This design comes from an exercise in tuning for a short achievable clock period and few clock cycles per item on the open sky130 flow, not from production work.
The RTL was checked by simulation tests, not by an equivalence proof against the original design.
Power and IR drop assume default switching activity.

**design/flow/config.mk**
```make
export PLATFORM = sky130hd
export DESIGN_NAME = mips_pipeline
export DESIGN_NICKNAME = mips_pipeline
export VERILOG_FILES = /design/flow/design.v
export SDC_FILE = /design/flow/constraint.sdc
export NUM_CORES = 4
export LEC_CHECK = 0
export CAP_MARGIN = 20
export CORE_MARGIN = 2
export CORE_UTILIZATION = 55
export SETUP_SLACK_MARGIN = 3.8
export SLEW_MARGIN = 20
export SYNTH_HIERARCHICAL = 1
export TNS_END_PERCENT = 100
```
**design/flow/constraint.sdc**
```tcl
create_clock -name core_clock -period 7.0 [get_ports {i_clock}]
set_input_delay 1.4000 -clock core_clock [delete_from_list [all_inputs] [get_ports {i_clock}]]
set_output_delay 1.4000 -clock core_clock [all_outputs]
set_load 0.01 [all_outputs]
```
**design/flow/design.v**
```verilog
`timescale 1ns/1ns
package mips_pkg;
    localparam int DATA_W      = 32;
    localparam int REG_ADDR_W  = 5;
    localparam int IMEM_DEPTH  = 64;
    localparam int DMEM_DEPTH  = 64;
    localparam int IMEM_ADDR_W = 6;
    localparam int DMEM_ADDR_W = 6;    
    localparam int OPCODE_LSB  = 26;
    localparam int RS_LSB      = 21;
    localparam int RT_LSB      = 16;
    localparam int RD_LSB      = 11;
    localparam int IMM_W       = 16;
    typedef enum logic [5:0] {
        OP_RTYPE = 6'h00,
        OP_ADDIU = 6'h09,
        OP_ANDI  = 6'h0c,
        OP_ORI   = 6'h0d,
        OP_LW    = 6'h23,
        OP_SW    = 6'h2b,
        OP_HALT  = 6'h3f
    } opcode_e;
    typedef enum logic [5:0] {
        F_ADDU = 6'h21,
        F_SUBU = 6'h23,
        F_AND  = 6'h24,
        F_OR   = 6'h25,
        F_XOR  = 6'h26,
        F_SLT  = 6'h2a
    } funct_e;
    typedef enum logic [2:0] {
        ALU_ADD,
        ALU_SUB,
        ALU_AND,
        ALU_OR,
        ALU_XOR,
        ALU_SLT
    } alu_op_e;
    typedef enum logic [1:0] {
        FWD_NONE,
        FWD_MEM,
        FWD_WB
    } fwd_sel_e;
    typedef enum logic [1:0] {
        RUN_IDLE,
        RUN_BUSY,
        RUN_DONE
    } run_state_e;
endpackage
`timescale 1ns/1ns
module hb_ks_gp (
    input  logic g1,
    input  logic p1,
    input  logic g0,
    input  logic p0,
    output logic g,
    output logic p
);
    assign g = g1 | (p1 & g0);
    assign p = p1 & p0;
endmodule
module hb_ks_g (
    input  logic g1,
    input  logic p1,
    input  logic g0,
    output logic g
);
    assign g = g1 | (p1 & g0);
endmodule
module hb_add32 (
    input  logic [31:0] a,
    input  logic [31:0] b,
    input  logic        ci,
    output logic [31:0] s
);
    logic [5:0][31:0] gl;
    logic [5:0][31:0] pl;
    logic [31:0]      pp;
    assign pp = a ^ b;
    hb_ks_g u_ci (.g1(a[0] & b[0]), .p1(pp[0]), .g0(ci), .g(gl[0][0]));
    assign gl[0][31:1] = a[31:1] & b[31:1];
    assign pl[0] = pp;
    for (genvar l = 0; l < 5; l++) begin : lvl
        for (genvar i = 0; i < 32; i++) begin : bit_
            if (i >= (1 << l)) begin : gp
                hb_ks_gp u (.g1(gl[l][i]), .p1(pl[l][i]), .g0(gl[l][i-(1<<l)]), .p0(pl[l][i-(1<<l)]),
                            .g(gl[l+1][i]), .p(pl[l+1][i]));
            end else begin : pass
                assign gl[l+1][i] = gl[l][i];
                assign pl[l+1][i] = pl[l][i];
            end
        end
    end
    assign s = pp ^ {gl[5][30:0], ci};
endmodule
module hb_aoi22 #(parameter int W = 32) (
    input  logic         s0,
    input  logic [W-1:0] d0,
    input  logic         s1,
    input  logic [W-1:0] d1,
    output logic [W-1:0] y
);
    assign y = ~(({W{s0}} & d0) | ({W{s1}} & d1));
endmodule
module hb_nand4 #(parameter int W = 32) (
    input  logic [W-1:0] a,
    input  logic [W-1:0] b,
    input  logic [W-1:0] c,
    input  logic [W-1:0] d,
    output logic [W-1:0] y
);
    assign y = ~(a & b & c & d);
endmodule
module hb_nor4 #(parameter int W = 32) (
    input  logic [W-1:0] a,
    input  logic [W-1:0] b,
    input  logic [W-1:0] c,
    input  logic [W-1:0] d,
    output logic [W-1:0] y
);
    assign y = ~(a | b | c | d);
endmodule
module hb_nand2 #(parameter int W = 32) (
    input  logic [W-1:0] a,
    input  logic [W-1:0] b,
    output logic [W-1:0] y
);
    assign y = ~(a & b);
endmodule
module hb_inv #(parameter int W = 32) (
    input  logic [W-1:0] a,
    output logic [W-1:0] y
);
    assign y = ~a;
endmodule
module hb_nor2 #(parameter int W = 32) (
    input  logic [W-1:0] a,
    input  logic [W-1:0] b,
    output logic [W-1:0] y
);
    assign y = ~(a | b);
endmodule
module hb_ortree #(parameter int W = 32, parameter int N = 32, parameter bit INV = 1) (
    input  logic [N-1:0][W-1:0] d,
    output logic [W-1:0]        y
);
    if (N == 1) begin : leaf
        if (INV) begin : i
            hb_inv #(W) u (.a(d[0]), .y(y));
        end else begin : t
            assign y = d[0];
        end
    end else begin : node
        logic [N/2-1:0][W-1:0] h;
        for (genvar k = 0; k < N / 2; k++) begin : g
            if (INV) begin : n
                hb_nand2 #(W) u (.a(d[2*k]), .b(d[2*k+1]), .y(h[k]));
            end else begin : r
                hb_nor2 #(W) u (.a(d[2*k]), .b(d[2*k+1]), .y(h[k]));
            end
        end
        hb_ortree #(.W(W), .N(N / 2), .INV(!INV)) up (.d(h), .y(y));
    end
endmodule
module hb_aor64 #(parameter int W = 32) (
    input  logic [63:0]        sel,
    input  logic [63:0][W-1:0] d,
    output logic [W-1:0]       y
);
    logic [31:0][W-1:0] l1;      
    for (genvar k = 0; k < 32; k++) begin : a1
        hb_aoi22 #(W) u (.s0(sel[2*k]), .d0(d[2*k]), .s1(sel[2*k+1]), .d1(d[2*k+1]), .y(l1[k]));
    end
    hb_ortree #(.W(W), .N(32), .INV(1)) t (.d(l1), .y(y));
endmodule
module hb_aor32 #(parameter int W = 32) (
    input  logic [31:0]        sel,
    input  logic [31:0][W-1:0] d,
    output logic [W-1:0]       y
);
    logic [15:0][W-1:0] l1;      
    for (genvar k = 0; k < 16; k++) begin : a1
        hb_aoi22 #(W) u (.s0(sel[2*k]), .d0(d[2*k]), .s1(sel[2*k+1]), .d1(d[2*k+1]), .y(l1[k]));
    end
    hb_ortree #(.W(W), .N(16), .INV(1)) t (.d(l1), .y(y));
endmodule
module hb_sel7 (
    input  logic [6:0]  s,
    input  logic [31:0] d0,
    input  logic [31:0] d1,
    input  logic [31:0] d2,
    input  logic [31:0] d3,
    input  logic [31:0] d4,
    input  logic [31:0] d5,
    input  logic [31:0] d6,
    output logic [31:0] y
);
    assign y = ({32{s[0]}} & d0) | ({32{s[1]}} & d1) | ({32{s[2]}} & d2) | ({32{s[3]}} & d3)
             | ({32{s[4]}} & d4) | ({32{s[5]}} & d5) | ({32{s[6]}} & d6);
endmodule
module hb_sad (
    input  logic [7:0]  base,
    input  logic [7:0]  off,
    output logic [63:0] sel
);
    logic [7:0] ap;
    logic [7:0] ag;
    logic       c2;
    assign ap = base ^ off;
    assign ag = base & off;
    assign c2 = ag[1] | (ap[1] & ag[0]);
    always_comb begin
        for (int k = 0; k < 64; k++) begin
            logic [7:0] kk;
            logic       m;
            kk = {6'(k), 2'b00};
            m  = ((ap[2] ^ kk[2]) == c2);
            for (int i = 3; i < 8; i++)
                m = m & ((ap[i] ^ kk[i]) == (ag[i-1] | (ap[i-1] & !kk[i-1])));
            sel[k] = m;
        end
    end
endmodule
module hb_nand3 #(parameter int W = 32) (
    input  logic [W-1:0] a,
    input  logic [W-1:0] b,
    input  logic [W-1:0] c,
    output logic [W-1:0] y
);
    assign y = ~(a & b & c);
endmodule
module hb_sel6 (
    input  logic [5:0]  s,
    input  logic [31:0] d0,
    input  logic [31:0] d1,
    input  logic [31:0] d2,
    input  logic [31:0] d3,
    input  logic [31:0] d4,
    input  logic [31:0] d5,
    output logic [31:0] y
);
    logic [31:0] p0;
    logic [31:0] p1;
    logic [31:0] p2;
    hb_aoi22 #(32) u0 (.s0(s[0]), .d0(d0), .s1(s[1]), .d1(d1), .y(p0));
    hb_aoi22 #(32) u1 (.s0(s[2]), .d0(d2), .s1(s[3]), .d1(d3), .y(p1));
    hb_aoi22 #(32) u2 (.s0(s[4]), .d0(d4), .s1(s[5]), .d1(d5), .y(p2));
    hb_nand3 #(32) u3 (.a(p0), .b(p1), .c(p2), .y(y));
endmodule
module hb_sad3 (
    input  logic [7:0]  a,
    input  logic [7:0]  b,
    input  logic [7:0]  off,
    input  logic        cin,
    output logic [63:0] sel
);
    logic [7:0] s;
    logic [7:0] c;
    assign s = a ^ b ^ off;
    assign c = (a & b) | (a & off) | (b & off);
    hb_sad u (.base(s), .off({c[6:0], cin}), .sel(sel));
endmodule
module hb_sel7w (
    input  logic [6:0]  s,
    input  logic [63:0] d0,
    input  logic [63:0] d1,
    input  logic [63:0] d2,
    input  logic [63:0] d3,
    input  logic [63:0] d4,
    input  logic [63:0] d5,
    input  logic [63:0] d6,
    output logic [63:0] y
);
    assign y = ({64{s[0]}} & d0) | ({64{s[1]}} & d1) | ({64{s[2]}} & d2) | ({64{s[3]}} & d3)
             | ({64{s[4]}} & d4) | ({64{s[5]}} & d5) | ({64{s[6]}} & d6);
endmodule
module hb_sel8w (
    input  logic [7:0]  s,
    input  logic [63:0] d0,
    input  logic [63:0] d1,
    input  logic [63:0] d2,
    input  logic [63:0] d3,
    input  logic [63:0] d4,
    input  logic [63:0] d5,
    input  logic [63:0] d6,
    input  logic [63:0] d7,
    output logic [63:0] y
);
    logic [63:0] p0;
    logic [63:0] p1;
    logic [63:0] p2;
    logic [63:0] p3;
    hb_aoi22 #(64) u0 (.s0(s[0]), .d0(d0), .s1(s[1]), .d1(d1), .y(p0));
    hb_aoi22 #(64) u1 (.s0(s[2]), .d0(d2), .s1(s[3]), .d1(d3), .y(p1));
    hb_aoi22 #(64) u2 (.s0(s[4]), .d0(d4), .s1(s[5]), .d1(d5), .y(p2));
    hb_aoi22 #(64) u3 (.s0(s[6]), .d0(d6), .s1(s[7]), .d1(d7), .y(p3));
    hb_nand4 #(64) u4 (.a(p0), .b(p1), .c(p2), .d(p3), .y(y));
endmodule
`timescale 1ns/1ns
module mips_pipeline (
    input  logic        i_clock,
    input  logic        i_arst_n,
    input  logic        i_run_req,
    output logic        o_run_ack,
    input  logic        i_imem_we,
    input  logic [5:0]  i_imem_addr,
    input  logic [31:0] i_imem_data,
    input  logic [4:0]  i_dbg_addr,
    output logic [31:0] o_dbg_data
);
    localparam logic [1:0] ST_IDLE = 2'd0;
    localparam logic [1:0] ST_RUN  = 2'd1;
    localparam logic [1:0] ST_DONE = 2'd2;
    logic [1:0]  state;
    logic        running;            
    logic        idle_req;           
    logic        commit;             
    logic        cmt_pend;           
    logic        rb_pend;            
    logic        spec_done;          
    logic [63:0][31:0] imem;
    logic [63:0] written;            
    logic [6:0]  spc;                
    logic [64:0] spc_oh;             
    logic [6:0]  spc_inc;
    logic        halted;             
    logic        wq_we;
    logic [5:0]  wq_addr;
    logic [31:0] wq_data;
    logic [31:0] pre0;
    logic [31:0] pre1;
    logic        pv0;                
    logic        pv1;
    logic        pre_ok;             
    logic        f_q;                
    logic        stall;              
    localparam int UL_N = 16;
    logic [UL_N-1:0][5:0]  ul_addr;
    logic [UL_N-1:0][31:0] ul_data;
    logic [4:0]  ul_cnt;
    logic        restoring;          
    logic [4:0]  sf_cnt;             
    logic        st_block;
    logic        wr;
    logic        bus_hit;
    logic        q_hit;
    logic        pre_avail;
    logic        avail;
    logic        fetch;
    logic        if_halt;
    logic [31:0] pre_w;
    logic [31:0] next_ir;
    logic [31:0] ir;
    logic        ir_valid;
    logic        ir_halt;
    logic [31:0] rs_oh;              
    logic [31:0] rt_oh;
    logic        fa_q;
    logic        fb_q;
    logic        wa_q;
    logic        wt_q;
    assign spc_inc   = spc + 7'd1;
    assign wr        = i_imem_we && !running;
    assign bus_hit   = wr && !spc[6] && (i_imem_addr == spc[5:0]);
    assign q_hit     = wq_we && (wq_addr == spc[5:0]);
    assign pre_avail = pre_ok && (running || (f_q ? pv1 : pv0));
    assign avail     = bus_hit || q_hit || pre_avail;
    assign if_halt   = ir_valid && ir_halt;
    assign pre_w     = f_q ? pre1 : pre0;
    assign next_ir   = bus_hit ? i_imem_data : q_hit ? wq_data : pre_w;
    assign st_block  = !running && (sf_cnt == 5'(UL_N)) && (next_ir[31:26] == 6'h2b);
    assign fetch     = avail && !spc[6] && !halted && !if_halt && !rb_pend && !restoring && !st_block && !stall;
    logic [6:0]  spc_next;
    always_comb begin
        if (commit || rb_pend) spc_next = '0;
        else if (fetch)        spc_next = spc_inc;
        else                   spc_next = spc;
    end
    logic [31:0] imem_at0;
    logic [31:0] imem_at1;
    logic        wr_at0;
    logic        wr_at1;
    logic [63:0] sel_at1;
    assign sel_at1 = {spc_oh[62:0], 1'b0};
    hb_aor64 #(32) u_imem_at0 (.sel(spc_oh[63:0]), .d(imem), .y(imem_at0));
    hb_aor64 #(32) u_imem_at1 (.sel(sel_at1), .d(imem), .y(imem_at1));
    hb_aor64 #(1)  u_wr_at0 (.sel(spc_oh[63:0]), .d(written), .y(wr_at0));
    hb_aor64 #(1)  u_wr_at1 (.sel(sel_at1), .d(written), .y(wr_at1));
    always_ff @(posedge i_clock) begin
        wq_addr <= i_imem_addr;
        wq_data <= i_imem_data;
        if (wq_we) imem[wq_addr] <= wq_data;
        pre0    <= (wq_we && wq_addr == spc[5:0])     ? wq_data : imem_at0;
        pre1    <= (wq_we && wq_addr == spc_inc[5:0]) ? wq_data : imem_at1;
        if (!stall) begin
            ir      <= next_ir;
            ir_halt <= (next_ir[31:26] == 6'h3f);
            for (int r = 0; r < 32; r++) begin
                rs_oh[r] <= (r != 0) && (next_ir[25:21] == 5'(r));
                rt_oh[r] <= (r != 0) && (next_ir[20:16] == 5'(r));
            end
        end
    end
    always_ff @(posedge i_clock or negedge i_arst_n) begin
        if (!i_arst_n) begin
            wq_we    <= 1'b0;
            written  <= '0;
            spc      <= '0;
            spc_oh   <= 65'd1;
            halted   <= 1'b0;
            ir_valid <= 1'b0;
            rb_pend  <= 1'b0;
            pv0      <= 1'b0;
            pv1      <= 1'b0;
            pre_ok   <= 1'b0;
            f_q      <= 1'b0;
            sf_cnt   <= '0;
        end else begin
            wq_we   <= wr;
            rb_pend <= wr && ({1'b0, i_imem_addr} < spc);
            pv0     <= !commit && (wr_at0 || (wq_we && wq_addr == spc[5:0]));
            pv1     <= !commit && (wr_at1 || (wq_we && wq_addr == spc_inc[5:0]));
            pre_ok  <= !(commit || rb_pend);
            f_q     <= fetch;
            spc     <= spc_next;
            if (commit || rb_pend) spc_oh <= 65'd1;
            else if (fetch)        spc_oh <= {spc_oh[63:0], 1'b0};
            if (commit || rb_pend) sf_cnt <= '0;
            else if (fetch && !running && next_ir[31:26] == 6'h2b) sf_cnt <= sf_cnt + 5'd1;
            if (commit) begin
                written  <= '0;
                halted   <= 1'b0;
                ir_valid <= 1'b0;
            end else begin
                if (wq_we) written[wq_addr] <= 1'b1;
                if (rb_pend) begin
                    halted   <= 1'b0;
                    ir_valid <= 1'b0;
                end else if (!stall) begin
                    if (if_halt) halted <= 1'b1;
                    ir_valid <= fetch;
                end
            end
        end
    end
    logic [31:0][31:0] s_regs;
    logic [31:0][31:0] a_regs;
    logic        wb_we;
    logic [4:0]  wb_dest;
    logic [31:0] wb_oh;              
    logic [31:0] res_q;              
    logic [5:0]  opcode;
    logic [5:0]  funct;
    logic [4:0]  rs;
    logic [4:0]  rt;
    logic [4:0]  rd;
    logic        d_we;
    logic [4:0]  d_dest;
    logic        d_imm;
    logic        d_zext;
    logic        d_st;
    logic        d_mem;
    logic        d_halt;
    logic [6:0]  d_op;               
    logic [31:0] rs_raw;
    logic [31:0] rt_raw;
    logic [31:0] rs_val;
    logic [31:0] rt_val;
    logic [31:0] imm_val;
    assign opcode = ir[31:26];
    assign funct  = ir[5:0];
    assign rs     = ir[25:21];
    assign rt     = ir[20:16];
    assign rd     = ir[15:11];
    always_comb begin
        d_we   = 1'b0;
        d_dest = rt;
        d_imm  = 1'b1;
        d_zext = 1'b0;
        d_st   = 1'b0;
        d_mem  = 1'b0;
        d_halt = 1'b0;
        d_op   = 7'b0000001;
        case (opcode)
            6'h00: begin
                d_imm  = 1'b0;
                d_dest = rd;
                d_we   = 1'b1;
                case (funct)
                    6'h21:   d_op = 7'b0000001;
                    6'h23:   d_op = 7'b0000010;
                    6'h24:   d_op = 7'b0000100;
                    6'h25:   d_op = 7'b0001000;
                    6'h26:   d_op = 7'b0010000;
                    6'h2a:   d_op = 7'b0100000;
                    default: d_we = 1'b0;
                endcase
            end
            6'h09: d_we = 1'b1;
            6'h0c: begin d_we = 1'b1; d_zext = 1'b1; d_op = 7'b0000100; end
            6'h0d: begin d_we = 1'b1; d_zext = 1'b1; d_op = 7'b0001000; end
            6'h23: begin d_we = 1'b1; d_mem = 1'b1; d_op = 7'b1000000; end
            6'h2b: begin d_st = 1'b1; d_mem = 1'b1; end
            6'h3f: d_halt = 1'b1;
            default: ;
        endcase
        if (d_dest == 5'd0) d_we = 1'b0;
    end
    hb_aor32 #(32) u_rs_read (.sel(rs_oh), .d(s_regs), .y(rs_raw));
    hb_aor32 #(32) u_rt_read (.sel(rt_oh), .d(s_regs), .y(rt_raw));
    assign rs_val  = wa_q ? res_q : rs_raw;
    assign rt_val  = wt_q ? res_q : rt_raw;
    assign imm_val = {d_zext ? 16'd0 : {16{ir[15]}}, ir[15:0]};
    assign d_fa    = fa_q;
    assign d_fb    = fb_q;
    assign d_fs    = fb_q;
    logic [63:0] d_dsel;
    logic        ex_slow;
    logic [63:0] sel_rs;
    logic [63:0] sel_wb;
    assign stall   = ir_valid && d_mem && d_fa && ex_op[5];
    hb_sad u_sad_rs (.base(base_f), .off(ir[7:0]), .sel(sel_rs));
    hb_sad u_sad_wb (.base(res_q[7:0]),  .off(ir[7:0]), .sel(sel_wb));
    logic        ex_valid;
    logic        ex_we;
    logic        ex_st;
    logic        ex_halt;
    logic [4:0]  ex_dest;
    logic [6:0]  ex_op;
    logic [31:0] ex_a;
    logic [31:0] ex_b;
    logic [31:0] ex_bn;              
    logic [31:0] ex_s;
    logic [7:0]  ex_off;             
    logic        d_fa;               
    logic        d_fb;
    logic        d_fs;
    logic [63:0][31:0] dmem;
    logic [31:0] op_a;
    logic [31:0] op_b;
    logic [31:0] st_data;
    logic [31:0] sum;
    logic [31:0] dif;
    logic        slt;
    logic [63:0] dsel;               
    logic [31:0] ld_data;
    logic [31:0] result;
    logic        ex_wen;
    logic        ex_sen;
    assign op_a    = ex_a;
    assign op_b    = ex_b;
    assign st_data = ex_s;
    hb_add32 u_sum (.a(op_a), .b(op_b), .ci(1'b0), .s(sum));
    hb_add32 u_dif (.a(op_a), .b(ex_bn), .ci(1'b1), .s(dif));
    assign slt     = (op_a[31] ^ op_b[31]) ? op_a[31] : dif[31];
    hb_aor64 #(32) u_ld_read (.sel(dsel), .d(dmem), .y(ld_data));
    logic [31:0] result6;
    hb_sel6 u_result (.s({ex_op[6], ex_op[4:0]}), .d0(sum), .d1(dif), .d2(op_a & op_b),
                      .d3(op_a | op_b), .d4(op_a ^ op_b), .d5(ld_data), .y(result6));
    assign result  = {result6[31:1], result6[0] | (ex_op[5] & slt)};
    assign ex_wen  = ex_valid && ex_we;
    assign ex_sen  = ex_valid && ex_st;
    logic [63:0] sx_add;
    logic [63:0] sx_sub;
    logic [63:0] sx_and;
    logic [63:0] sx_or;
    logic [63:0] sx_xor;
    hb_sad3 u_sx_add (.a(op_a[7:0]), .b(op_b[7:0]),  .off(ir[7:0]), .cin(1'b0), .sel(sx_add));
    hb_sad3 u_sx_sub (.a(op_a[7:0]), .b(ex_bn[7:0]), .off(ir[7:0]), .cin(1'b1), .sel(sx_sub));
    hb_sad  u_sx_and (.base(op_a[7:0] & op_b[7:0]), .off(ir[7:0]), .sel(sx_and));
    hb_sad  u_sx_or  (.base(op_a[7:0] | op_b[7:0]), .off(ir[7:0]), .sel(sx_or));
    hb_sad  u_sx_xor (.base(op_a[7:0] ^ op_b[7:0]), .off(ir[7:0]), .sel(sx_xor));
    logic [63:0] sx_ld;
    hb_sad   u_sx_ld  (.base(ld_data[7:0]), .off(ir[7:0]), .sel(sx_ld));
    logic [7:0] dsel_src;
    assign dsel_src = {!d_fa && !wa_q, !d_fa && wa_q, {6{d_fa}} & {ex_op[6], ex_op[4:0]}};
    hb_sel8w u_dsel (.s(dsel_src), .d0(sx_add), .d1(sx_sub), .d2(sx_and), .d3(sx_or), .d4(sx_xor),
                     .d5(sx_ld), .d6(sel_wb), .d7(sel_rs), .y(d_dsel));
    logic [31:0][7:0] s_regs_lo;
    for (genvar r = 0; r < 32; r++) begin : g_lo
        assign s_regs_lo[r] = s_regs[r][7:0];
    end
    logic [4:0]  rs_bus;
    logic [4:0]  rs_wq;
    logic [4:0]  rs_pre;
    logic [31:0] oh_bus;
    logic [31:0] oh_wq;
    logic [31:0] oh_pre;
    logic [7:0]  rd_bus;
    logic [7:0]  rd_wq;
    logic [7:0]  rd_pre;
    logic [7:0]  rd_ir;
    logic [7:0]  base_f;
    assign rs_bus = i_imem_data[25:21];
    assign rs_wq  = wq_data[25:21];
    assign rs_pre = pre_w[25:21];
    always_comb begin
        for (int r = 0; r < 32; r++) begin
            oh_bus[r] = (r != 0) && (rs_bus == 5'(r));
            oh_wq[r]  = (r != 0) && (rs_wq == 5'(r));
            oh_pre[r] = (r != 0) && (rs_pre == 5'(r));
        end
    end
    hb_aor32 #(8) u_base_bus (.sel(oh_bus), .d(s_regs_lo), .y(rd_bus));
    hb_aor32 #(8) u_base_wq  (.sel(oh_wq),  .d(s_regs_lo), .y(rd_wq));
    hb_aor32 #(8) u_base_pre (.sel(oh_pre), .d(s_regs_lo), .y(rd_pre));
    hb_aor32 #(8) u_base_ir  (.sel(rs_oh),  .d(s_regs_lo), .y(rd_ir));
    always_ff @(posedge i_clock) begin
        if (stall)
            base_f <= (wb_we && wb_dest == rs && rs != 5'd0) ? res_q[7:0] : rd_ir;
        else if (bus_hit)
            base_f <= (wb_we && wb_dest == rs_bus && rs_bus != 5'd0) ? res_q[7:0] : rd_bus;
        else if (q_hit)
            base_f <= (wb_we && wb_dest == rs_wq && rs_wq != 5'd0) ? res_q[7:0] : rd_wq;
        else
            base_f <= (wb_we && wb_dest == rs_pre && rs_pre != 5'd0) ? res_q[7:0] : rd_pre;
    end
    always_ff @(posedge i_clock) begin
        if (!stall) begin
            fa_q <= ir_valid && d_we && (d_dest == next_ir[25:21]);
            fb_q <= ir_valid && d_we && (d_dest == next_ir[20:16]);
            wa_q <= ex_wen && (ex_dest == next_ir[25:21]);
            wt_q <= ex_wen && (ex_dest == next_ir[20:16]);
        end else begin
            fa_q <= 1'b0;
            fb_q <= 1'b0;
            wa_q <= ex_wen && (ex_dest == rs);
            wt_q <= ex_wen && (ex_dest == rt);
        end
    end
    always_ff @(posedge i_clock or negedge i_arst_n) begin
        if (!i_arst_n) begin
            ex_valid  <= 1'b0;
            wb_we     <= 1'b0;
            wb_oh     <= '0;
            spec_done <= 1'b0;
        end else if (rb_pend) begin
            ex_valid  <= 1'b0;
            wb_we     <= 1'b0;
            wb_oh     <= '0;
            spec_done <= 1'b0;
        end else if (commit) begin
            ex_valid  <= 1'b0;
            wb_we     <= ex_wen;
            for (int r = 0; r < 32; r++) wb_oh[r] <= ex_wen && (ex_dest == 5'(r));
            spec_done <= 1'b0;
        end else begin
            ex_valid  <= ir_valid && !stall;
            wb_we     <= ex_wen;
            for (int r = 0; r < 32; r++) wb_oh[r] <= ex_wen && (ex_dest == 5'(r));
            if (ex_valid && ex_halt) spec_done <= 1'b1;
        end
    end
    always_ff @(posedge i_clock) begin
        ex_we   <= d_we;
        ex_st   <= d_st;
        ex_halt <= d_halt;
        ex_dest <= d_dest;
        ex_op   <= d_op;
        ex_a    <= d_fa ? result : rs_val;
        ex_b    <= d_imm ? imm_val : d_fb ? result : rt_val;
        ex_bn   <= ~(d_imm ? imm_val : d_fb ? result : rt_val);
        ex_s    <= d_fs ? result : rt_val;
        ex_off  <= ir[7:0];
        ex_slow <= d_op[5] | d_op[6];
        dsel    <= d_dsel;
        res_q   <= result;
        wb_dest <= ex_dest;
    end
    always_ff @(posedge i_clock) begin
        s_regs[0] <= 32'd0;
        for (int r = 1; r < 32; r++) begin
            if (rb_pend) s_regs[r] <= a_regs[r];
            else if (wb_oh[r]) s_regs[r] <= res_q;
        end
    end
    logic [5:0]  st_idx;             
    logic        st_we;
    logic        ul_push;
    always_comb begin
        st_idx = '0;
        for (int k = 0; k < 64; k++) if (dsel[k]) st_idx = st_idx | 6'(k);
    end
    assign st_we       = ex_sen && !rb_pend;
    assign ul_push     = st_we && !running && !commit;
    always_ff @(posedge i_clock) begin
        for (int w = 0; w < 64; w++) begin
            if (restoring) begin
                if (ul_addr[0] == 6'(w)) dmem[w] <= ul_data[0];
            end else if (st_we && dsel[w]) begin
                dmem[w] <= st_data;
            end
        end
        if (restoring) begin
            for (int i = 0; i < UL_N - 1; i++) begin
                ul_addr[i] <= ul_addr[i+1];
                ul_data[i] <= ul_data[i+1];
            end
        end else if (ul_push) begin
            ul_addr[0] <= st_idx;
            ul_data[0] <= ld_data;
            for (int i = 1; i < UL_N; i++) begin
                ul_addr[i] <= ul_addr[i-1];
                ul_data[i] <= ul_data[i-1];
            end
        end
    end
    always_ff @(posedge i_clock or negedge i_arst_n) begin
        if (!i_arst_n) begin
            ul_cnt    <= '0;
            restoring <= 1'b0;
        end else if (restoring) begin
            ul_cnt    <= ul_cnt - 5'd1;
            restoring <= (ul_cnt != 5'd1);
        end else if (rb_pend) begin
            restoring <= (ul_cnt != 5'd0);
        end else if (commit) begin
            ul_cnt    <= '0;
        end else if (ul_push) begin
            ul_cnt    <= ul_cnt + 5'd1;
        end
    end
    always_ff @(posedge i_clock) begin
        a_regs[0] <= 32'd0;
        if (cmt_pend) begin
            for (int r = 1; r < 32; r++)
                a_regs[r] <= wb_oh[r] ? res_q : s_regs[r];
        end
    end
    logic        ack_q;
    assign o_run_ack = ack_q && i_run_req;
    assign running  = (state == ST_RUN);
    assign idle_req = (state == ST_IDLE) && i_run_req;
    assign commit   = (running || idle_req) && !rb_pend && !restoring && (spec_done || (ex_valid && ex_halt) || if_halt);
    always_ff @(posedge i_clock or negedge i_arst_n) begin
        if (!i_arst_n) begin
            state     <= ST_IDLE;
            ack_q     <= 1'b0;
            cmt_pend  <= 1'b0;
        end else begin
            ack_q     <= (commit || state == ST_DONE) && i_run_req;
            cmt_pend  <= commit;
            case (state)
                ST_IDLE: if (i_run_req) state <= commit ? ST_DONE : ST_RUN;
                ST_RUN:  if (commit) state <= ST_DONE;
                ST_DONE: if (!i_run_req) state <= ST_IDLE;
                default: state <= ST_IDLE;
            endcase
        end
    end
    logic        use_s;
    logic [31:0] dbg_sr;
    logic [31:0] dbg_s;
    logic [31:0] dbg_a;
    assign use_s  = running || cmt_pend || idle_req;
    logic [31:0] dbg_oh;
    always_comb begin
        for (int r = 0; r < 32; r++) dbg_oh[r] = (r != 0) && (i_dbg_addr == 5'(r));
    end
    hb_aor32 #(32) u_dbg_s (.sel(dbg_oh), .d(s_regs), .y(dbg_sr));
    hb_aor32 #(32) u_dbg_a (.sel(dbg_oh), .d(a_regs), .y(dbg_a));
    assign dbg_s  = (wb_we && wb_dest == i_dbg_addr && i_dbg_addr != 5'd0) ? res_q : dbg_sr;
    logic        dbg_ex;
    assign dbg_ex = use_s && ex_wen && (ex_dest == i_dbg_addr);
    always_ff @(posedge i_clock) begin
        o_dbg_data <= dbg_ex ? result : use_s ? dbg_s : dbg_a;
    end
endmodule
```
**design/flow/run.sh**
```bash
#!/bin/bash
# synth_recipe.tcl (not shown) runs the flow's synth.tcl, then flattens the netlist and writes it again
# the make line also repeats each setting of config.mk as NAME=value (left out here)
make -C /OpenROAD-flow-scripts/flow DESIGN_CONFIG=/design/flow/config.mk WORK_HOME=/design/flow/orfs CLKGATE_MAP_FILE= SYNTH_SCRIPT=/design/flow/synth_recipe.tcl finish
```
==> results of run 1 <==
layout by cell type (no fill, tap or decap), drive strengths merged, types with 103 or more instances in the layout:
master / count
inv: 441
nand2: 4125
mux2: 4672
ha: 232
nor3: 572
a22oi: 6054
nand3: 263
nor2: 2187
a21oi: 115
a21o: 285
mux2i: 157
conb: 196
edfxtp: 5791
xor2: 163
xnor2: 103
dfrtp: 191
clkbuf: 1070
and2: 211
clkinv: 282
buf: 1284
o21ai: 201
dfxtp: 1382
metrics by stage:
step	power [mW]	setup WS, ns
after global placement	163	1.59
after detailed placement	164	1.54
after floorplan	126	-10.48
after CTS	222	3.55
after global routing	242	3.43
final	237	3.45
area by class of cell:
| type | count | area [µm²] | area share |
|---|---|---|---|
| diodes | 52 | 130 | 0.000315 |
| clock buffers | 1051 | 21500 | 0.0521 |
| clock inverters | 384 | 3890 | 0.00944 |
| multi-input cells | 20000 | 153000 | 0.372 |
| repair buffers | 1348 | 14000 | 0.0339 |
| well taps | 8938 | 11200 | 0.0271 |
| inverters | 414 | 1610 | 0.00390 |
| flip-flops and latches | 7365 | 207000 | 0.502 |
layer usage:
metal  vias to the layer above  routed length [µm]  track usage
li1                     114000                   -            -
met1                    139000              542000        0.546
met2                     18700              586000        0.561
met3                      3632              197000        0.132
met4                        50               86700        0.198
met5                         -                 807      0.00388
state kept, by name, summed over array words and instances, names as in the netlist, 64 cells and up:
register,flops
spc_oh,64
ul_data,512
ul_addr,96
dmem,2048
a_regs,992
s_regs,992
imem,2048
written,64
dsel,64
power groups by stage:
stage / combinational [mW] / clock [mW] / sequential, mW
2_1_floorplan: 52.6 / 0 / 73.3
3_3_place_gp: 87.6 / 0 / 75.6
3_5_place_dp: 88.5 / 0 / 75.9
4_1_cts: 105 / 41.9 / 75.1
5_1_grt: 122 / 43.6 / 76.5
6_report: 120 / 41.7 / 75.7
repair_timing:
action / 4_1_cts / 5_1_grt
pin swaps: 217 / 193
gates cloned: 44 / 13
buffers inserted: 262 / 125
setup endpoints to repair: 6308 / 2941
resized for setup: 1388 / 522
final timing paths:
kind | from | slack [ns] | depth (start not counted) | to
max | dsel[24] | 3.45 | 17 | dsel[47]
min | i_arst_n | 0.24 | 1 | wb_oh[29]
max reg2reg | dsel[24] | 3.45 | 17 | dsel[47]
min reg2reg | ul_data[476] | 0.44 | 0 | ul_data[508]
max in group asynchronous | i_arst_n | 5.36 | 2 | rb_pend
min in group core_clock | i_imem_addr[4] | 0.40 | 1 | wq_addr[4]
worst max-delay path: cells and delay by family (launching register included):
family | cells | cell delay (ns)
simple gates | 7 | 1.15
xor+xnor | 1 | 0.22
compound gates | 3 | 0.60
buf+inv | 6 | 0.89
flops | 1 | 0.42
==> run notes, run 1 <==
Drt
- 0 — DRC Markers
- 0 — count of antenna-violating nets left after detailed routing
- 275,000 — number of vias in the routed layout
- 6.96 — number of vias per cell after detailed routing
- 35.7 µm — WL/cell
- 10 — Pre-Repair DR Iteration Count
- 42,400 — Detailed Route Iter0 Violations
- 1,410,000 µm — Total Routed Length

Die
- 823 µm — die extent in y
- 0.551 — Initial Utilization
- 301 — Site Rows
- 80 — number of top-level pins
- 823 µm — die width
- 678,000 µm² — floorplan die area
- 670,000 µm² — core footprint

Timing
- 3.55 ns — final critical-path required period
- 0 — count of endpoints failing setup in the final report
- 0 ns — final setup TNS
- 0 — number of pins exceeding their max-slew limit in the final report
- 0.507 — period utilization
- 0 — Hold Fails Final Rpt
- 0.240 ns — worst hold slack across all endpoints
- 1.37 ns — slew at the pin with the worst max-slew slack
- yes — setup repair after global routing missed its margin
- 0.282 GHz — Peak Freq
- 0.0947 ns — post-route clock skew
- 0.0880 — worst rel slew slack

Critical path
- sky130_fd_sc_hd__buf_12 — CP most frequent cell
- 0.42 ns — slowest cell delay on critical path
- buf_6 -> buf_12 -> buf_16 -> a22oi_2 -> nand2_2 -> nor2_4 -> nand2_4 -> nor2_4 -> nand2_4 -> a31oi_4 -> buf_12 -> xor2_4 -> buf_12 -> buf_4 -> nor3_4 -> a22oi_2 -> nand4_1 — cell-by-cell listing of the critical path
- register to register — critical path start-end classification
- 4.49 ns — WP data arrival
- 8 — largest fanout on the critical path
- register — type of element launching the critical path
- register — Critical Path End Type
- sky130_fd_sc_hd__dfxtp_4 — library cell contributing the largest single delay on the critical path
- 7.94 ns — data required time at the worst endpoint

Placement
- 37,600 — cell count after placement
- 79 — number of input and output port buffers inserted
- 1.02 — gpl congestion
- 375,000 µm² — Placement Cell Area
- 876,000 µm — estimated wirelength of the detail-placed design

Cells and area
- 39,600 — number of cells in the finished layout apart from fillers
- 30,200 — net total in the final layout
- 53,000 — fill cell instance count of the final layout
- 0.298 — fraction of final layout cells sized beyond drive strength 1
- 0.615 — core occupancy in the finished layout
- 11.7% — Area growth, synth to finish
- 413,000 µm² — final instance area

Global routing
- 253,000 — vias in the first global route
- 0 — Overflow after GRT
- 0.397 — GRT Resource Usage Total
- 169 — maximum number of pins on one net before global-route repair
- 101 — initial antenna violation count
- 1,940,000 µm — global-route wire length before repair

Yosys
- 369,000 µm² — area of the mapped netlist
- 8 — warning count from the yosys run
- 12.3 µm² — synthesized area divided by synthesized cell count
- 29,900 — cells after synthesis

Pwr
- 127 mW — internal power
- 575 nW/µm² — Power per Cell Area
- 0.505 — share of power burned in combinational logic
- 0.464 — switching part of the total power
- 0.319 — part of the total power dissipated in sequential elements
- 110 mW — net switching power of the design
- 2.08 mV — maximum VDD drop
- 154 nW — leakage power total
- 0.176 — clock share of power

Clock network
- 4 — CTS max path bufs
- 0 — number of hold buffers added after cts
- 774 — Inserted Clock Buffers
- 7,365 — TritonCTS Sinks
- sky130_fd_sc_hd__clkbuf_16 — clock root buffer
- 0.06 ns — clock-pin transition on the worst setup and hold timing paths
- 6 — H-Tree Level Count
- 1.20 ns — clock latency of the later-clocked register in the worst-skew pair
- done — TritonCTS clock tree

Run
- 0 — max-cap violations

Worst hold path
- primary input to async pin — class of the tightest hold or removal check

Run status
- no timing/DRC/antenna violations — result of the run

Testbench counts, summed over its fixed seeds: cycles 44,410, programs 800.
==> run 2: changes to the inputs <==
--- a/design/flow/design.v
+++ b/design/flow/design.v
@@ -518,7 +518,7 @@
     logic        ex_slow;
     logic [63:0] sel_rs;
     logic [63:0] sel_wb;
-    assign stall   = ir_valid && d_mem && d_fa && ex_op[5];
+    assign stall   = ir_valid && d_mem && d_fa && (ex_op[5] | ex_op[6]);
     hb_sad u_sad_rs (.base(base_f), .off(ir[7:0]), .sel(sel_rs));
     hb_sad u_sad_wb (.base(res_q[7:0]),  .off(ir[7:0]), .sel(sel_wb));
     logic        ex_valid;
@@ -570,12 +570,10 @@
     hb_sad  u_sx_and (.base(op_a[7:0] & op_b[7:0]), .off(ir[7:0]), .sel(sx_and));
     hb_sad  u_sx_or  (.base(op_a[7:0] | op_b[7:0]), .off(ir[7:0]), .sel(sx_or));
     hb_sad  u_sx_xor (.base(op_a[7:0] ^ op_b[7:0]), .off(ir[7:0]), .sel(sx_xor));
-    logic [63:0] sx_ld;
-    hb_sad   u_sx_ld  (.base(ld_data[7:0]), .off(ir[7:0]), .sel(sx_ld));
     logic [7:0] dsel_src;
-    assign dsel_src = {!d_fa && !wa_q, !d_fa && wa_q, {6{d_fa}} & {ex_op[6], ex_op[4:0]}};
+    assign dsel_src = {!d_fa && !wa_q, !d_fa && wa_q, 1'b0, {5{d_fa}} & ex_op[4:0]};
     hb_sel8w u_dsel (.s(dsel_src), .d0(sx_add), .d1(sx_sub), .d2(sx_and), .d3(sx_or), .d4(sx_xor),
-                     .d5(sx_ld), .d6(sel_wb), .d7(sel_rs), .y(d_dsel));
+                     .d5(64'd0), .d6(sel_wb), .d7(sel_rs), .y(d_dsel));
     logic [31:0][7:0] s_regs_lo;
     for (genvar r = 0; r < 32; r++) begin : g_lo
         assign s_regs_lo[r] = s_regs[r][7:0];
--- a/design/flow/config.mk
+++ b/design/flow/config.mk
@@ -7,7 +7,7 @@
 export LEC_CHECK = 0
 export CAP_MARGIN = 20
 export CORE_MARGIN = 2
-export CORE_UTILIZATION = 55
+export CORE_UTILIZATION = 60
 export SETUP_SLACK_MARGIN = 3.8
 export SLEW_MARGIN = 20
 export SYNTH_HIERARCHICAL = 1
==> run 2 against run 1 <==
Net effect:
- still clean on timing, DRC and antenna
- worst setup slack got worse by 0.093 ns
- non-clock buffer count decreased by 51
- die area decreased by 8.4%
- sequential cell count unchanged
- global-route usage increased by 3.5 points
- clock power about the same
- synthesized cell count decreased by 0.17%
- critical endpoint is now spc_oh[14]
- largest cell class unchanged
- largest power group unchanged
- highest routed layer unchanged
==> run notes, run 2 <==
Run status
- no timing/DRC/antenna violations — result of the run

Cells and area
- 11.0% — Area growth, synth to finish
- 30,100 — net total in the final layout
- 5,791 x sky130_fd_sc_hd__edfxtp_1, 5,398 x sky130_fd_sc_hd__a22oi_1, 4,557 x sky130_fd_sc_hd__mux2_2 — most used cells in the layout excluding fill and tap cells
- 0.290 — fraction of final layout cells sized beyond drive strength 1
- 45,300 — fill cell instance count of the final layout
- sky130_fd_sc_hd__edfxtp_1 — most common library cell in the layout ignoring fill and taps
- dmem (2048), imem (2048) — biggest regs

Pwr
- 467 nW/µm² — Power per Cell Area
- 110 mW — internal power
- 153 nW — leakage power total
- 0.378 — part of the total power dissipated in sequential elements
- 0.217 — clock share of power
- 0.405 — share of power burned in combinational logic
- 1.26 mV — maximum VDD drop
- 81.4 mW — net switching power of the design
- 0.426 — switching part of the total power

Timing
- 3.64 ns — final critical-path required period
- 0.275 GHz — Peak Freq
- 1.22 ns — slew at the pin with the worst max-slew slack
- 0.520 — period utilization
- 0 — Hold Fails Final Rpt
- 0.187 — worst rel slew slack
- 0.0972 ns — post-route clock skew
- 3.36 ns — post-route worst setup slack
- 0 — count of endpoints failing setup in the final report
- 0 — number of pins exceeding their max-slew limit in the final report
- 0 ns — final setup TNS
- yes — setup repair after global routing missed its margin

Clock network
- 1.20 ns — clock latency of the later-clocked register in the worst-skew pair
- 0.06 ns — clock-pin transition on the worst setup and hold timing paths
- done — TritonCTS clock tree
- 761 — Inserted Clock Buffers
- 4 — CTS max path bufs
- 7,365 — TritonCTS Sinks
- 0 — number of hold buffers added after cts
- sky130_fd_sc_hd__clkbuf_16 — clock root buffer
- 6 — H-Tree Level Count

Die
- 0.603 — Initial Utilization
- 612,000 µm² — core footprint
- 621,000 µm² — floorplan die area
- 788 µm — die width
- 287 — Site Rows
- 80 — number of top-level pins
- 788 µm — die extent in y

Critical path
- spc[1] — startpoint of the worst register-to-register path
- register to register — critical path start-end classification
- spc_oh[14] — reg2reg end
- 4.67 ns — WP data arrival
- register — Critical Path End Type
- 8.03 ns — data required time at the worst endpoint
- register — type of element launching the critical path
- 3.36 ns — register-to-register setup slack
- 7 — largest fanout on the critical path
- 13 — depth of the most critical reg-to-reg path

Drt
- 45,400 — Detailed Route Iter0 Violations
- 10 — Pre-Repair DR Iteration Count
- 1,400,000 µm — Total Routed Length
- 276,000 — number of vias in the routed layout
- 36.3 µm — WL/cell
- 0 — count of antenna-violating nets left after detailed routing
- 7.15 — number of vias per cell after detailed routing
- 0 — DRC Markers

Global routing
- 0 — Overflow after GRT
- 1,930,000 µm — global-route wire length before repair
- 0.432 — GRT Resource Usage Total
- 111 — initial antenna violation count
- 257,000 — vias in the first global route
- 148 — maximum number of pins on one net before global-route repair

Worst hold path
- primary input to async pin — class of the tightest hold or removal check

Yosys
- 8 — warning count from the yosys run
- 29,900 — cells after synthesis
- 12.3 µm² — synthesized area divided by synthesized cell count
- 369,000 µm² — area of the mapped netlist

Placement
- 1.03 — gpl congestion
- 79 — number of input and output port buffers inserted
- 883,000 µm — estimated wirelength of the detail-placed design
- 1.55 ns — setup slack at placement

Run
- 0 — max-cap violations

-- run 2: final cells by class --
cell class	count	area (µm²)	area share
clock inverters	359	3670	0.00897
diodes	69	173	0.000422
multi-input cells	20000	152000	0.371
well taps	8092	10100	0.0247
clock buffers	1054	21500	0.0525
repair buffers	1297	13600	0.0332
inverters	413	1600	0.00391
flip-flops and latches	7365	207000	0.505
-- run 2: power by group through the flow --
stage | Sequential, mW | Clock [mW] | Combinational, mW
global placement | 72.3 | 0 | 67.0
floorplan | 71.7 | 0 | 42.0
CTS | 71.7 | 41.6 | 71.5
finish | 72.3 | 41.4 | 77.5
detailed placement | 72.6 | 0 | 67.9
global route | 72.9 | 43.2 | 79.3
-- run 2: repair_timing --
action,CTS,global route
setup endpoints to repair,7595,2237
gates resized for setup,1054,428
pin swaps,113,100
hold endpoints to repair,0,0
buffers inserted,281,98
cloned,49,8
-- run 2: stage by stage --
stage | utilization | power (mW) | hold slack (ns) | cell area (µm²) | cells
3_3_place_gp | 0.611 | 139 | 0.422 | 374000 | 36800
5_1_grt | 0.669 | 195 | 0.221 | 409000 | 38600
3_5_place_dp | 0.611 | 141 | 0.430 | 374000 | 36800
2_1_floorplan | - | 114 | 0.329 | 370000 | 30100
6_report | 0.669 | 191 | 0.174 | 409000 | 38700
4_1_cts | 0.664 | 185 | 0.170 | 406000 | 38500
-- run 2: worst max-delay path by stage --
stage / from / endpoint / slack [ns] / cells after the start
after floorplan: wq_we / sf_cnt[4] / -10.70 / 6
after global placement: i_run_req / ul_data[459] / 1.60 / 9
after detailed placement: i_run_req / ul_data[459] / 1.55 / 9
after CTS: spc[1] / spc_oh[56] / 3.55 / 12
after global routing: spc[1] / sf_cnt[4] / 3.41 / 11
final: spc[1] / spc_oh[14] / 3.36 / 13
-- run 2: worst max-delay path, cell delays in order, from the launching register on --
cell and delay (ns):
sky130_fd_sc_hd__dfrtp_2 0.40, sky130_fd_sc_hd__clkinvlp_4 0.32, sky130_fd_sc_hd__ha_4 0.40, sky130_fd_sc_hd__and4b_4 0.42
sky130_fd_sc_hd__nand4_1 0.22, sky130_fd_sc_hd__buf_12 0.24, sky130_fd_sc_hd__o31ai_2 0.07, sky130_fd_sc_hd__o21ai_2 0.12
sky130_fd_sc_hd__and4_4 0.25, sky130_fd_sc_hd__a21boi_4 0.31, sky130_fd_sc_hd__buf_12 0.23, sky130_fd_sc_hd__buf_12 0.13
sky130_fd_sc_hd__buf_16 0.14, sky130_fd_sc_hd__mux2i_1 0.22
-- run 2: routing by layer --
layer  global-route usage  wire (µm)  part of all wire
met3                0.148     198000              0.14
met2                0.608     579000              0.41
met5              0.00801       1390           0.00099
met1                0.568     512000              0.37
met4                0.279     111000             0.079
Testbench counts of run 2, summed over its fixed seeds: cycles 44,739, programs 800.

-- re-timing with driven ports --
In the flow no input, the clock included, has a driving cell. The finished layouts below were timed again as built, in two steps. Step 1: set_driving_cell puts a clkbuf_16 on i_clock and a buf_2 on each other input, an assumption about the parent block. Step 2 adds t to the input delays and takes it off the output delays; t is the mean of the earliest and latest rising clock arrival at the registers after step 1. Input paths then give back, and output paths get back, about the clock's delay inside the block. a / b / c = ideal / step 1 / step 2; a / b = the first two.
run | t (ns) | setup slack, ns | worst setup path at the end | pins driven straight from the clock port
run 1 | 1.286 | 3.453 / 3.453 / 2.314 | input to register | 1
run 2 | 1.291 | 3.360 / 3.360 / 2.290 | input to register | 1
After both steps setup and hold are still met in every run listed. The setup slack of run 1, which loses most, moves by 0.000 ns with the drivers and by -1.139 ns with both steps.
